Source: an optimization exercise on an open RTL-to-GDS flow (aim: small area, a short achievable clock period and few clock cycles per item). Production flows keep margins and buffers that such runs may drop.
Where RTL was checked, it was by simulation tests only, not by an equivalence proof against the original.

==> inputs of job 5311 <==
## pv_perturb_observe_mppt
module pv_perturb_observe_mppt (
	input  logic        clk,
	input  logic        arst_n,
	input  logic        sample_valid,
	output logic        sample_ready,
	input  logic [1:0]  sample_action,
	input  logic [14:0] sample_pv_voltage,
	input  logic [14:0] sample_pv_current,
	input  logic [14:0] sample_charge_current,
	input  logic        sample_pause,
	output logic        result_valid,
	input  logic        result_ready,
	output logic [14:0] result_voltage_ref,
	output logic        result_evaluated,
	output logic        result_forced_pulldown,
	input  logic        cfg_valid,
	output logic        cfg_ready,
	input  logic [2:0]  cfg_index,
	input  logic [15:0] cfg_data
);
	logic [VOLT_W-1:0] low_limit;
	logic [CNT_W-1:0]  interval;
	logic [VOLT_W-1:0] step;
	logic [VOLT_W-1:0] cur_min;
	logic [CNT_W-1:0]  filter;
	assign cfg_ready = 1'b1;
	always_ff @(posedge clk or negedge arst_n) begin
		if (!arst_n) begin
			low_limit <= RST_LOW_LIMIT;
			interval  <= RST_INTERVAL;
			step      <= RST_STEP;
			cur_min   <= RST_CURRENT_MIN;
  ...
Settings: LEC_CHECK=0, CAP_MARGIN=20, CORE_MARGIN=2, CORE_UTILIZATION=40, SLEW_MARGIN=20; clock period 11.5 ns.
standard.sh (not shown) runs the stock make flow with config.mk's settings and CLKGATE_MAP_FILE= SYNTH_SCRIPT=/design/flow/synth_recipe.tcl, a recipe that flattens the netlist after the stock synthesis.
==> flow/flow/run.sh <==
#!/bin/bash
# Standard ORFS layout, with the timing repair steps aiming for extra setup slack.
# The clock period and all constraints stay the design's; only the repair target changes.
set -euo pipefail
MARGIN=$(cat flow/margin.txt)
bash standard.sh SETUP_SLACK_MARGIN=$MARGIN finish > flow_standard.log 2>&1
==> flow/flow/margin.txt <==
7
==> inputs of job 3744, as changes to job 5311 <==
--- a/flow/design.v
+++ b/flow/design.v
@@ -9,17 +9,19 @@
 	localparam logic [VOLT_W-1:0] RST_STEP        = VOLT_W'(10);
 	localparam logic [VOLT_W-1:0] RST_CURRENT_MIN = '0;
 	localparam logic [CNT_W-1:0]  RST_FILTER      = CNT_W'(250);
 endpackage
 import pvpo_pkg::*;
 module pvpo_core (
 	input  logic [VOLT_W-1:0]  low_limit,
 	input  logic [VOLT_W-1:0]  step,
-	input  logic [CNT_W-1:0]   filter,
+	input  logic [CNT_W:0]     low_minus_step,   
+	input  logic [CNT_W-1:0]   low_plus_step,    
+	input  logic [CNT_W:0]     filter_minus_1,   
 	input  logic [VOLT_W-1:0]  ref_q,
 	input  logic [CNT_W-1:0]   stall_q,
 	input  logic               do_seed,      
 	input  logic               do_pause,     
 	input  logic               do_eval,      
 	input  logic               do_disturb,   
 	input  logic               pge,          
 	input  logic               up_trend,     
@@ -28,53 +30,51 @@
 	input  logic [CNT_W-1:0]   volt_step,    
 	output logic               ref_we,
 	output logic [VOLT_W-1:0]  ref_d,
 	output logic               stall_we,
 	output logic [CNT_W-1:0]   stall_d,
 	output logic               forced
 );
 	logic              at_low;
+	logic              hold_low;
 	logic              go_up;
 	logic [CNT_W-1:0]  up_sum;
-	logic [CNT_W:0]    dn_diff;
-	logic [CNT_W:0]    up_low_sum;
-	logic [CNT_W+1:0]  dn_low_sum;
-	logic              up_below;
-	logic              dn_below;
+	logic [VOLT_W-1:0] dn_diff;
+	logic              up_below;    
+	logic              up_over;     
+	logic              dn_below;    
 	logic              sel_low, sel_max, sel_up, sel_dn, sel_load;
 	logic              stall;
-	logic [CNT_W-1:0]  stall_inc;
 	logic              trip_inc;
 	logic              trip_zero;
-	assign at_low  = (ref_q <= low_limit);
-	assign go_up   = at_low ? pge : up_trend;
-	assign up_sum  = CNT_W'(ref_q) + CNT_W'(step);
-	assign dn_diff = (CNT_W+1)'(ref_q) - (CNT_W+1)'(step);
-	assign up_low_sum = (CNT_W+1)'(ref_q) + (CNT_W+1)'(step) + {1'b0, 1'b1, ~low_limit} + (CNT_W+1)'(1);
-	assign up_below   = !up_low_sum[CNT_W];
-	assign dn_low_sum = (CNT_W+2)'(ref_q) + {2'b00, 1'b1, ~step} + {2'b00, 1'b1, ~low_limit} + (CNT_W+2)'(2);
-	assign dn_below   = !dn_low_sum[CNT_W+1];
-	assign sel_low  = do_eval && ((at_low && !pge) || (go_up ? up_below : dn_below));
-	assign sel_max  = do_eval && !(at_low && !pge) && go_up && !up_below && up_sum[CNT_W-1];
-	assign sel_up   = do_eval && !(at_low && !pge) && go_up && !up_below && !up_sum[CNT_W-1];
-	assign sel_dn   = do_eval && !(at_low && !pge) && !go_up && !dn_below;
+	assign at_low   = (ref_q <= low_limit);
+	assign hold_low = at_low && !pge;
+	assign go_up    = at_low ? pge : up_trend;
+	assign up_sum   = CNT_W'(ref_q) + CNT_W'(step);
+	assign dn_diff  = ref_q - step;
+	assign up_below = ($signed({2'b00, ref_q}) < $signed(low_minus_step));
+	assign up_over  = (ref_q > ~step);
+	assign dn_below = ({1'b0, ref_q} < low_plus_step);
+	assign sel_low  = do_eval && (hold_low || (go_up ? up_below : dn_below));
+	assign sel_max  = do_eval && !hold_low && go_up && !up_below && up_over;
+	assign sel_up   = do_eval && !hold_low && go_up && !up_below && !up_over;
+	assign sel_dn   = do_eval && !hold_low && !go_up && !dn_below;
 	assign sel_load = !do_eval;
 	assign ref_d = ({VOLT_W{sel_low}}  & low_limit)
 	             | ({VOLT_W{sel_max}})
 	             | ({VOLT_W{sel_up}}   & up_sum[VOLT_W-1:0])
-	             | ({VOLT_W{sel_dn}}   & dn_diff[VOLT_W-1:0])
+	             | ({VOLT_W{sel_dn}}   & dn_diff)
 	             | ({VOLT_W{sel_load}} & load);
 	assign stall     = (CNT_W'(ref_q) > volt_step) && chg_low;
-	assign stall_inc = stall_q + CNT_W'(1);
-	assign trip_inc  = (stall_inc >= filter);
-	assign trip_zero = (filter == '0);
+	assign trip_inc  = ($signed({1'b0, stall_q}) >= $signed(filter_minus_1));
+	assign trip_zero = filter_minus_1[CNT_W];
 	assign forced    = do_disturb && (stall ? trip_inc : trip_zero);
 	assign stall_we  = do_disturb;
-	assign stall_d   = (forced || !stall) ? '0 : stall_inc;
+	assign stall_d   = (forced || !stall) ? '0 : (stall_q + CNT_W'(1));
 	assign ref_we = do_seed || do_pause || do_eval || forced;
 endmodule
 module pvpo_mul_tree (
 	input  logic [14:0] a,
 	input  logic [14:0] b,
 	output logic [29:0] row_a,
 	output logic [29:0] row_b
 );
@@ -470,16 +470,24 @@
 	input  logic [15:0] cfg_data
 );
 	logic [VOLT_W-1:0] low_limit;
 	logic [CNT_W-1:0]  interval;
 	logic [VOLT_W-1:0] step;
 	logic [VOLT_W-1:0] cur_min;
 	logic [CNT_W-1:0]  filter;
 	assign cfg_ready = 1'b1;
+	logic [CNT_W:0]    low_minus_step;
+	logic [CNT_W-1:0]  low_plus_step;
+	logic [CNT_W:0]    filter_minus_1;
+	always_ff @(posedge clk) begin
+		low_minus_step <= {2'b00, low_limit} - {2'b00, step};
+		low_plus_step  <= {1'b0, low_limit} + {1'b0, step};
+		filter_minus_1 <= {1'b0, filter} - (CNT_W+1)'(1);
+	end
 	always_ff @(posedge clk or negedge arst_n) begin
 		if (!arst_n) begin
 			low_limit <= RST_LOW_LIMIT;
 			interval  <= RST_INTERVAL;
 			step      <= RST_STEP;
 			cur_min   <= RST_CURRENT_MIN;
 			filter    <= RST_FILTER;
 		end else if (cfg_valid) begin
@@ -566,29 +574,37 @@
 			s2_rb    <= row_b;
 		end
 	end
 	logic [CNT_W-1:0]   prev_v_q;
 	logic [POWER_W-1:0] prev_p_q;
 	logic               prev_p_zero_q;
 	logic               go2;
 	logic [POWER_W-1:0] power;
+	logic [POWER_W-1:0] fall_s, fall_c;
 	logic [POWER_W:0]   fall_sum;
+	logic [POWER_W-1:0] low_row;
+	logic [POWER_W-1:0] seed_s, seed_c;
 	logic [POWER_W:0]   seed_sum;
 	logic [VOLT_W-1:0]  seed_raw;
 	logic [VOLT_W-1:0]  seed;
 	logic [CNT_W-1:0]   volt_step;
 	logic               pfell;
 	logic               v_gt;
 	logic               v_eq;
 	assign go2   = en_q && s2_valid;
 	assign power = s2_ra + s2_rb;
-	assign fall_sum = {1'b0, s2_ra} + {1'b0, s2_rb} + {1'b0, ~prev_p_q} + (POWER_W+1)'(1);
+	assign fall_s   = s2_ra ^ s2_rb ^ ~prev_p_q;
+	assign fall_c   = (s2_ra & s2_rb) | (s2_ra & ~prev_p_q) | (s2_rb & ~prev_p_q);
+	assign fall_sum = {1'b0, fall_s} + {fall_c, 1'b1};
 	assign pfell    = !prev_p_zero_q && !fall_sum[POWER_W];
-	assign seed_sum  = {1'b0, s2_ra} + {1'b0, s2_rb} + {1'b0, ~{7'd0, low_limit, 8'd0}} + (POWER_W+1)'(1);
+	assign low_row   = ~{7'd0, low_limit, 8'd0};
+	assign seed_s    = s2_ra ^ s2_rb ^ low_row;
+	assign seed_c    = (s2_ra & s2_rb) | (s2_ra & low_row) | (s2_rb & low_row);
+	assign seed_sum  = {1'b0, seed_s} + {seed_c, 1'b1};
 	assign seed_raw  = power[VOLT_W+7:8];
 	assign seed      = seed_sum[POWER_W] ? seed_raw : low_limit;
 	assign volt_step = CNT_W'(s2_v) + CNT_W'(step);
 	assign v_gt      = (CNT_W'(s2_v) > prev_v_q);
 	assign v_eq      = (CNT_W'(s2_v) == prev_v_q);
 	always_ff @(posedge clk or negedge arst_n) begin
 		if (!arst_n) begin
 			prev_v_q      <= '0;
@@ -646,17 +662,19 @@
 	logic [VOLT_W-1:0]  ref_d;
 	logic               stall_we;
 	logic [CNT_W-1:0]   stall_d;
 	logic               forced;
 	assign go = en_q && s3_valid;
 	pvpo_core u_core (
 		.low_limit  (low_limit),
 		.step       (step),
-		.filter     (filter),
+		.low_minus_step (low_minus_step),
+		.low_plus_step  (low_plus_step),
+		.filter_minus_1 (filter_minus_1),
 		.ref_q      (ref_q),
 		.stall_q    (stall_q),
 		.do_seed    (s3_init),
 		.do_pause   (s3_pause),
 		.do_eval    (s3_eval),
 		.do_disturb (s3_dist),
 		.pge        (s3_pge),
 		.up_trend   (s3_up),
==> flow/flow/run.sh (replaced) <==
#!/bin/bash
# Standard ORFS layout (the standard.sh), with extra make settings read from
# flow/knobs.txt: the timing repair aims for extra setup slack and the port buffers use a
# plain buffer cell. The clock period and all constraints stay the design's.
set -euo pipefail
mapfile -t KNOBS < <(grep -v '^#' flow/knobs.txt | grep .)
bash standard.sh "${KNOBS[@]}" finish > flow_standard.log 2>&1
==> flow/flow/knobs.txt (new file) <==
SETUP_SLACK_MARGIN=7
BUFFER_PORTS_ARGS=-buffer_cell sky130_fd_sc_hd__buf_2
removed: flow/flow/margin.txt
==> inputs of job 8485, as changes to job 5311 <==
--- a/flow/design.v
+++ b/flow/design.v
@@ -31,51 +31,59 @@
 	output logic               stall_we,
 	output logic [CNT_W-1:0]   stall_d,
 	output logic               forced
 );
 	logic              at_low;
 	logic              go_up;
 	logic [CNT_W-1:0]  up_sum;
 	logic [CNT_W:0]    dn_diff;
-	logic [CNT_W:0]    up_low_sum;
-	logic [CNT_W+1:0]  dn_low_sum;
-	logic              up_below;
-	logic              dn_below;
-	logic              sel_low, sel_max, sel_up, sel_dn, sel_load;
+	logic [VOLT_W-1:0] up_ref;
+	logic [VOLT_W-1:0] dn_ref;
+	logic [VOLT_W-1:0] eval_ref;
 	logic              stall;
 	logic [CNT_W-1:0]  stall_inc;
 	logic              trip_inc;
 	logic              trip_zero;
 	assign at_low  = (ref_q <= low_limit);
 	assign go_up   = at_low ? pge : up_trend;
 	assign up_sum  = CNT_W'(ref_q) + CNT_W'(step);
 	assign dn_diff = (CNT_W+1)'(ref_q) - (CNT_W+1)'(step);
-	assign up_low_sum = (CNT_W+1)'(ref_q) + (CNT_W+1)'(step) + {1'b0, 1'b1, ~low_limit} + (CNT_W+1)'(1);
-	assign up_below   = !up_low_sum[CNT_W];
-	assign dn_low_sum = (CNT_W+2)'(ref_q) + {2'b00, 1'b1, ~step} + {2'b00, 1'b1, ~low_limit} + (CNT_W+2)'(2);
-	assign dn_below   = !dn_low_sum[CNT_W+1];
-	assign sel_low  = do_eval && ((at_low && !pge) || (go_up ? up_below : dn_below));
-	assign sel_max  = do_eval && !(at_low && !pge) && go_up && !up_below && up_sum[CNT_W-1];
-	assign sel_up   = do_eval && !(at_low && !pge) && go_up && !up_below && !up_sum[CNT_W-1];
-	assign sel_dn   = do_eval && !(at_low && !pge) && !go_up && !dn_below;
-	assign sel_load = !do_eval;
-	assign ref_d = ({VOLT_W{sel_low}}  & low_limit)
-	             | ({VOLT_W{sel_max}})
-	             | ({VOLT_W{sel_up}}   & up_sum[VOLT_W-1:0])
-	             | ({VOLT_W{sel_dn}}   & dn_diff[VOLT_W-1:0])
-	             | ({VOLT_W{sel_load}} & load);
+	always_comb begin
+		if (up_sum < CNT_W'(low_limit))
+			up_ref = low_limit;
+		else if (up_sum[CNT_W-1])
+			up_ref = '1;
+		else
+			up_ref = up_sum[VOLT_W-1:0];
+		if (dn_diff[CNT_W] || (dn_diff[VOLT_W-1:0] < low_limit))
+			dn_ref = low_limit;
+		else
+			dn_ref = dn_diff[VOLT_W-1:0];
+		if (at_low && !pge)
+			eval_ref = low_limit;
+		else if (go_up)
+			eval_ref = up_ref;
+		else
+			eval_ref = dn_ref;
+	end
 	assign stall     = (CNT_W'(ref_q) > volt_step) && chg_low;
 	assign stall_inc = stall_q + CNT_W'(1);
 	assign trip_inc  = (stall_inc >= filter);
 	assign trip_zero = (filter == '0);
 	assign forced    = do_disturb && (stall ? trip_inc : trip_zero);
 	assign stall_we  = do_disturb;
 	assign stall_d   = (forced || !stall) ? '0 : stall_inc;
 	assign ref_we = do_seed || do_pause || do_eval || forced;
+	always_comb begin
+		if (do_eval)
+			ref_d = eval_ref;
+		else
+			ref_d = load;
+	end
 endmodule
 module pvpo_mul_tree (
 	input  logic [14:0] a,
 	input  logic [14:0] b,
 	output logic [29:0] row_a,
 	output logic [29:0] row_b
 );
 	logic [14:0] pp [15];
@@ -567,30 +575,28 @@
 		end
 	end
 	logic [CNT_W-1:0]   prev_v_q;
 	logic [POWER_W-1:0] prev_p_q;
 	logic               prev_p_zero_q;
 	logic               go2;
 	logic [POWER_W-1:0] power;
 	logic [POWER_W:0]   fall_sum;
-	logic [POWER_W:0]   seed_sum;
 	logic [VOLT_W-1:0]  seed_raw;
 	logic [VOLT_W-1:0]  seed;
 	logic [CNT_W-1:0]   volt_step;
 	logic               pfell;
 	logic               v_gt;
 	logic               v_eq;
 	assign go2   = en_q && s2_valid;
 	assign power = s2_ra + s2_rb;
 	assign fall_sum = {1'b0, s2_ra} + {1'b0, s2_rb} + {1'b0, ~prev_p_q} + (POWER_W+1)'(1);
 	assign pfell    = !prev_p_zero_q && !fall_sum[POWER_W];
-	assign seed_sum  = {1'b0, s2_ra} + {1'b0, s2_rb} + {1'b0, ~{7'd0, low_limit, 8'd0}} + (POWER_W+1)'(1);
 	assign seed_raw  = power[VOLT_W+7:8];
-	assign seed      = seed_sum[POWER_W] ? seed_raw : low_limit;
+	assign seed      = (seed_raw < low_limit) ? low_limit : seed_raw;
 	assign volt_step = CNT_W'(s2_v) + CNT_W'(step);
 	assign v_gt      = (CNT_W'(s2_v) > prev_v_q);
 	assign v_eq      = (CNT_W'(s2_v) == prev_v_q);
 	always_ff @(posedge clk or negedge arst_n) begin
 		if (!arst_n) begin
 			prev_v_q      <= '0;
 			prev_p_zero_q <= 1'b1;
 		end else if (go2) begin
==> flow/flow/run.sh (replaced) <==
#!/bin/bash
# Standard ORFS layout (the standard.sh), with extra make settings read from
# flow/knobs.txt: the timing repair aims for extra setup slack and the port buffers use a
# plain buffer cell. The clock period and all constraints stay the design's.
set -euo pipefail
mapfile -t KNOBS < <(grep -v '^#' flow/knobs.txt | grep .)
bash standard.sh "${KNOBS[@]}" finish > flow_standard.log 2>&1
==> flow/flow/knobs.txt (new file) <==
SETUP_SLACK_MARGIN=7
BUFFER_PORTS_ARGS=-buffer_cell sky130_fd_sc_hd__buf_2
removed: flow/flow/margin.txt
==> inputs of job 8749, as changes to job 5311 <==
--- a/flow/design.v
+++ b/flow/design.v
@@ -31,51 +31,59 @@
 	output logic               stall_we,
 	output logic [CNT_W-1:0]   stall_d,
 	output logic               forced
 );
 	logic              at_low;
 	logic              go_up;
 	logic [CNT_W-1:0]  up_sum;
 	logic [CNT_W:0]    dn_diff;
-	logic [CNT_W:0]    up_low_sum;
-	logic [CNT_W+1:0]  dn_low_sum;
-	logic              up_below;
-	logic              dn_below;
-	logic              sel_low, sel_max, sel_up, sel_dn, sel_load;
+	logic [VOLT_W-1:0] up_ref;
+	logic [VOLT_W-1:0] dn_ref;
+	logic [VOLT_W-1:0] eval_ref;
 	logic              stall;
 	logic [CNT_W-1:0]  stall_inc;
 	logic              trip_inc;
 	logic              trip_zero;
 	assign at_low  = (ref_q <= low_limit);
 	assign go_up   = at_low ? pge : up_trend;
 	assign up_sum  = CNT_W'(ref_q) + CNT_W'(step);
 	assign dn_diff = (CNT_W+1)'(ref_q) - (CNT_W+1)'(step);
-	assign up_low_sum = (CNT_W+1)'(ref_q) + (CNT_W+1)'(step) + {1'b0, 1'b1, ~low_limit} + (CNT_W+1)'(1);
-	assign up_below   = !up_low_sum[CNT_W];
-	assign dn_low_sum = (CNT_W+2)'(ref_q) + {2'b00, 1'b1, ~step} + {2'b00, 1'b1, ~low_limit} + (CNT_W+2)'(2);
-	assign dn_below   = !dn_low_sum[CNT_W+1];
-	assign sel_low  = do_eval && ((at_low && !pge) || (go_up ? up_below : dn_below));
-	assign sel_max  = do_eval && !(at_low && !pge) && go_up && !up_below && up_sum[CNT_W-1];
-	assign sel_up   = do_eval && !(at_low && !pge) && go_up && !up_below && !up_sum[CNT_W-1];
-	assign sel_dn   = do_eval && !(at_low && !pge) && !go_up && !dn_below;
-	assign sel_load = !do_eval;
-	assign ref_d = ({VOLT_W{sel_low}}  & low_limit)
-	             | ({VOLT_W{sel_max}})
-	             | ({VOLT_W{sel_up}}   & up_sum[VOLT_W-1:0])
-	             | ({VOLT_W{sel_dn}}   & dn_diff[VOLT_W-1:0])
-	             | ({VOLT_W{sel_load}} & load);
+	always_comb begin
+		if (up_sum < CNT_W'(low_limit))
+			up_ref = low_limit;
+		else if (up_sum[CNT_W-1])
+			up_ref = '1;
+		else
+			up_ref = up_sum[VOLT_W-1:0];
+		if (dn_diff[CNT_W] || (dn_diff[VOLT_W-1:0] < low_limit))
+			dn_ref = low_limit;
+		else
+			dn_ref = dn_diff[VOLT_W-1:0];
+		if (at_low && !pge)
+			eval_ref = low_limit;
+		else if (go_up)
+			eval_ref = up_ref;
+		else
+			eval_ref = dn_ref;
+	end
 	assign stall     = (CNT_W'(ref_q) > volt_step) && chg_low;
 	assign stall_inc = stall_q + CNT_W'(1);
 	assign trip_inc  = (stall_inc >= filter);
 	assign trip_zero = (filter == '0);
 	assign forced    = do_disturb && (stall ? trip_inc : trip_zero);
 	assign stall_we  = do_disturb;
 	assign stall_d   = (forced || !stall) ? '0 : stall_inc;
 	assign ref_we = do_seed || do_pause || do_eval || forced;
+	always_comb begin
+		if (do_eval)
+			ref_d = eval_ref;
+		else
+			ref_d = load;
+	end
 endmodule
 module pvpo_mul_tree (
 	input  logic [14:0] a,
 	input  logic [14:0] b,
 	output logic [29:0] row_a,
 	output logic [29:0] row_b
 );
 	logic [14:0] pp [15];
@@ -567,30 +575,28 @@
 		end
 	end
 	logic [CNT_W-1:0]   prev_v_q;
 	logic [POWER_W-1:0] prev_p_q;
 	logic               prev_p_zero_q;
 	logic               go2;
 	logic [POWER_W-1:0] power;
 	logic [POWER_W:0]   fall_sum;
-	logic [POWER_W:0]   seed_sum;
 	logic [VOLT_W-1:0]  seed_raw;
 	logic [VOLT_W-1:0]  seed;
 	logic [CNT_W-1:0]   volt_step;
 	logic               pfell;
 	logic               v_gt;
 	logic               v_eq;
 	assign go2   = en_q && s2_valid;
 	assign power = s2_ra + s2_rb;
 	assign fall_sum = {1'b0, s2_ra} + {1'b0, s2_rb} + {1'b0, ~prev_p_q} + (POWER_W+1)'(1);
 	assign pfell    = !prev_p_zero_q && !fall_sum[POWER_W];
-	assign seed_sum  = {1'b0, s2_ra} + {1'b0, s2_rb} + {1'b0, ~{7'd0, low_limit, 8'd0}} + (POWER_W+1)'(1);
 	assign seed_raw  = power[VOLT_W+7:8];
-	assign seed      = seed_sum[POWER_W] ? seed_raw : low_limit;
+	assign seed      = (seed_raw < low_limit) ? low_limit : seed_raw;
 	assign volt_step = CNT_W'(s2_v) + CNT_W'(step);
 	assign v_gt      = (CNT_W'(s2_v) > prev_v_q);
 	assign v_eq      = (CNT_W'(s2_v) == prev_v_q);
 	always_ff @(posedge clk or negedge arst_n) begin
 		if (!arst_n) begin
 			prev_v_q      <= '0;
 			prev_p_zero_q <= 1'b1;
 		end else if (go2) begin
==> flow/flow/margin.txt (replaced) <==
8
==> impl_metrics.toml <==
[route]
drt_first_iter_violations = 1624
met2WireLength_microns = 42900

[finish]
area_delta_synth_final_pct = 19.8
final.signal_buffer_count = 228

[global_route]
met1_usage = 0.290

[yosys]
synth_simple_gate_area_frac = 0.159
synth_area_leaders = "edfxtp_1 (22%), fa_1 (12%), ha_1 (12%)"

[status]
status = "timing/DRC/antenna clean"

[floorplanning]
num_tap_cells = 950
the above is filed under job 5311

==> impl_metrics.toml <==
[yosys]
synth_area_leaders = "edfxtp_1 (22%), fa_1 (14%), dfrtp_1 (12%)"
synth_simple_gate_area_frac = 0.146

[floorplanning]
num_tap_cells = 940

[global_route]
met1_usage = 0.295

[finish]
area_delta_synth_final_pct = 15.9
final.signal_buffer_count = 195

[status]
status = "timing/DRC/antenna clean"

[route]
met2WireLength_microns = 37700
the above is filed under job 8485

==> impl_metrics.toml <==
[status]
status = "timing/DRC/antenna clean"

[route]
met2WireLength_microns = 34300
highest_layer = "met4"
drt_first_iter_violations = 1271

[yosys]
synth_area_leaders = "edfxtp_1 (21%), fa_1 (14%), ha_1 (12%)"

[global_route]
met1_usage = 0.267
grt_max_degree = 86

[finish]
area_delta_synth_final_pct = 10.2
final-nonclk-buf-share = 0.0166

[floorplanning]
num_tap_cells = 1040

[clock_network]
path_clk_slew_ns = 0.06
the above is filed under job 3744

==> impl_metrics.toml <==
[status]
status = "timing/DRC/antenna clean"

[route]
drt_first_iter_violations = 1427
met2WireLength_microns = 37800

[finish]
area_delta_synth_final_pct = 23.5
final.signal_buffer_count = 298

[yosys]
synth_area_leaders = "edfxtp_1 (22%), fa_1 (14%), dfrtp_1 (12%)"
the above is filed under job 8749

Testbench counts of job 8485, summed over its fixed seeds: cycles 12,115, items 12,083.
Testbench counts of job 8749, summed over its fixed seeds: cycles 12,115, items 12,083.
Function not checked in job 5311 and job 3744: the RTL went through the layout flow alone.

what the ideal ports hide:
How much do the figures lean on ideal ports? The routed layouts below were timed once more, with nothing changed but the port constraints. Step 1, drivers: a clkbuf_16 drives clk and a buf_2 each remaining input, both assumed. Step 2 also shifts input and output timing later by t, the mid clock arrival at the registers, as if the neighbouring blocks saw the same clock. Slacks: no drivers / after step 1 / after step 2; pairs: no drivers / after step 1.
run	t (ns)	slack for setup (ns)	clock arrival spread, ns	pins driven straight from the clock port
job 5311	0.664	6.602 / 6.602 / 6.602	0.025 / 0.024	1
job 3744	0.647	7.341 / 7.341 / 7.341	0.039 / 0.038	1
job 8485	0.649	6.834 / 6.834 / 6.834	0.033 / 0.033	1
job 8749	0.647	6.836 / 6.836 / 6.836	0.029 / 0.029	1
After both steps every run listed still meets setup and hold.
